This is an optimization exercise on Yosys and OpenROAD, whose aim is small area, not a production implementation.
The RTL was checked by simulation tests, not by an equivalence proof against the original design.
Power is estimated from default activity; no workload was simulated.

Design chip8_top, start of the top module:
module chip8_top (
  input  logic        clk,
  input  logic        reset,
  input  logic [7:0]  mem_rdata,
  output logic        mem_read,
  output logic        mem_write,
  output logic [11:0] mem_addr,
  output logic [7:0]  mem_wdata
);
Size: roughly 32 I/O pins.
==> flow/config.mk <==
export PLATFORM = sky130hd
export DESIGN_NAME = chip8_top
export DESIGN_NICKNAME = chip8_top
export VERILOG_FILES = /design/flow/design.v
export SDC_FILE = /design/flow/constraint.sdc
export NUM_CORES = 4
export LEC_CHECK = 0
export CAP_MARGIN = 20
export CORE_MARGIN = 2
export CORE_UTILIZATION = 40
export SLEW_MARGIN = 20
==> flow/constraint.sdc <==
create_clock -name core_clock -period 10.0 [get_ports {clk}]
set_input_delay 2.0000 -clock core_clock [delete_from_list [all_inputs] [get_ports {clk}]]
set_output_delay 2.0000 -clock core_clock [all_outputs]
set_load 0.01 [all_outputs]
run.sh (not shown) runs the stock make flow with config.mk's settings and CLKGATE_MAP_FILE= SYNTH_SCRIPT=/design/flow/synth_recipe.tcl, a recipe that flattens the netlist after the stock synthesis.
The baseline went through all stages and came out clean.
==> next run, changes <==
==> flow/flow/run.sh (new file) <==
#!/bin/bash
# The standard layout (standard.sh), with two changes:
#  - synthesis maps the logic with an area-oriented ABC script
#    (flow/abc_area.script); registers are mapped before ABC runs, so they
#    keep the standard synthesis's names and cell types
#  - the port buffers are the smallest plain buffer (buf_1)
set -euo pipefail
here=$(pwd)
rm -rf "$here/scripts_local"
cp -r "$FLOW_HOME/scripts" "$here/scripts_local"
cp "$here/flow/abc_area.script" "$here/scripts_local/abc_area.script"
export BUFFER_PORTS_ARGS="-buffer_cell sky130_fd_sc_hd__buf_1"
bash standard.sh SCRIPTS_DIR="$here/scripts_local" finish > "$here/standard.log" 2>&1
==> flow/flow/abc_area.script (new file) <==
strash
&get -n
&deepsyn -T 60
&put
dch -f
amap
topo
==> flow/standard.sh (new file) <==
#!/bin/bash
# synth_recipe.tcl (not shown) runs the flow's synth.tcl, then flattens the netlist and writes it again
# the make line also repeats each setting of config.mk as NAME=value (left out here)
make -C /OpenROAD-flow-scripts/flow DESIGN_CONFIG=/design/flow/config.mk WORK_HOME=/design/flow/orfs CLKGATE_MAP_FILE= SYNTH_SCRIPT=/design/flow/synth_recipe.tcl "${@:-finish}"
ABC_AREA = 1   (was default)
CAP_MARGIN = 0   (was 20)
CORE_UTILIZATION = 60   (was 40)
CTS_CLUSTER_DIAMETER = 100   (was default)
CTS_CLUSTER_SIZE = 30   (was default)
SLEW_MARGIN = 0   (was 20)
removed: flow/run.sh
Outcome:
- The new run went through all stages and came out clean
- non-clock buffer count drops by 12
- cell area drops by about a fifth
- register-to-register slack is worse by 50 ps
- total power drops by about a fifth
- die area drops by well over a third
==> next run, changes <==
CAP_MARGIN = 20   (was 0)
CORE_UTILIZATION = 65   (was 60)
SLEW_MARGIN = 20   (was 0)
Effect:
- clock power fell by about 0.8%
- sequential power stays flat
- non-clock buffer count does not change
- routed wire length rose by about 18%
- setup slack got worse by 370 ps
- via count went up by about 8%
- area after synthesis is unchanged
- design area is about the same
- final cell count goes down by 0.92%
- utilization rose by 5.4 points
- maximum frequency goes down by 3.8%
==> next run, changes <==
CAP_MARGIN = 0   (was 20)
CORE_UTILIZATION = 60   (was 65)
GPL_TIMING_DRIVEN = 0   (was default)
SLEW_MARGIN = 0   (was 20)
After rerunning: The new run finished with timing, DRC and antenna clean; fmax came out higher slightly; routed wire length went down by about a fifth; global-route usage fell by 8.7 points; combinational power falls by roughly a tenth; total power decreases by a few percent; sequential cell count stays the same; non-clock buffer count came out lower by 9.
==> next run, changes <==
CAP_MARGIN = 20   (was 0)
CTS_CLUSTER_DIAMETER = 80   (was 100)
CTS_CLUSTER_SIZE = 36   (was 30)
GPL_TIMING_DRIVEN = default   (was 0)
SLEW_MARGIN = 20   (was 0)
Result:
- sequential cell count stays the same
- total power rose by 2.5%
- fmax grows by 1.1%
- utilization increases by 0.83 points
- worst hold slack is about the same

-- what the ideal ports hide --
The results above use ideal ports. As a check the final layouts listed here were re-extracted and re-timed, cells and wires unchanged. Step 1 (the two cells are an assumption about what drives the block):
set clk [get_ports {clk}]
set_driving_cell -lib_cell sky130_fd_sc_hd__clkbuf_16 $clk
set_driving_cell -lib_cell sky130_fd_sc_hd__buf_2 [delete_from_list [all_inputs] $clk]
Step 2 times the ports against the registers' clock, not the clock port: input delays grow and output delays shrink by t, the midpoint of the rising clock arrivals with the driver on. Slacks: ideal / step 1 / step 2; pairs: ideal / step 1.
run | shift t [ns] | setup WS [ns] | worst setup path at the end | pins driven straight from the clock port
the first run | 0.568 | 0.527 / 0.504 / 0.504 | input to output | 1
the second run | 0.552 | 0.575 / 0.520 / 0.520 | input to output | 1
the third run | 0.555 | 0.207 / 0.178 / 0.178 | input to output | 1
the fourth run | 0.554 | 0.372 / 0.289 / 0.289 | input to output | 1
the fifth run | 0.546 | 0.481 / 0.429 / 0.429 | input to output | 1
After both steps setup and hold are still met in every run listed. The setup slack of the fourth run, which loses most, moves by -0.083 ns with the drivers and by -0.083 ns with both steps.
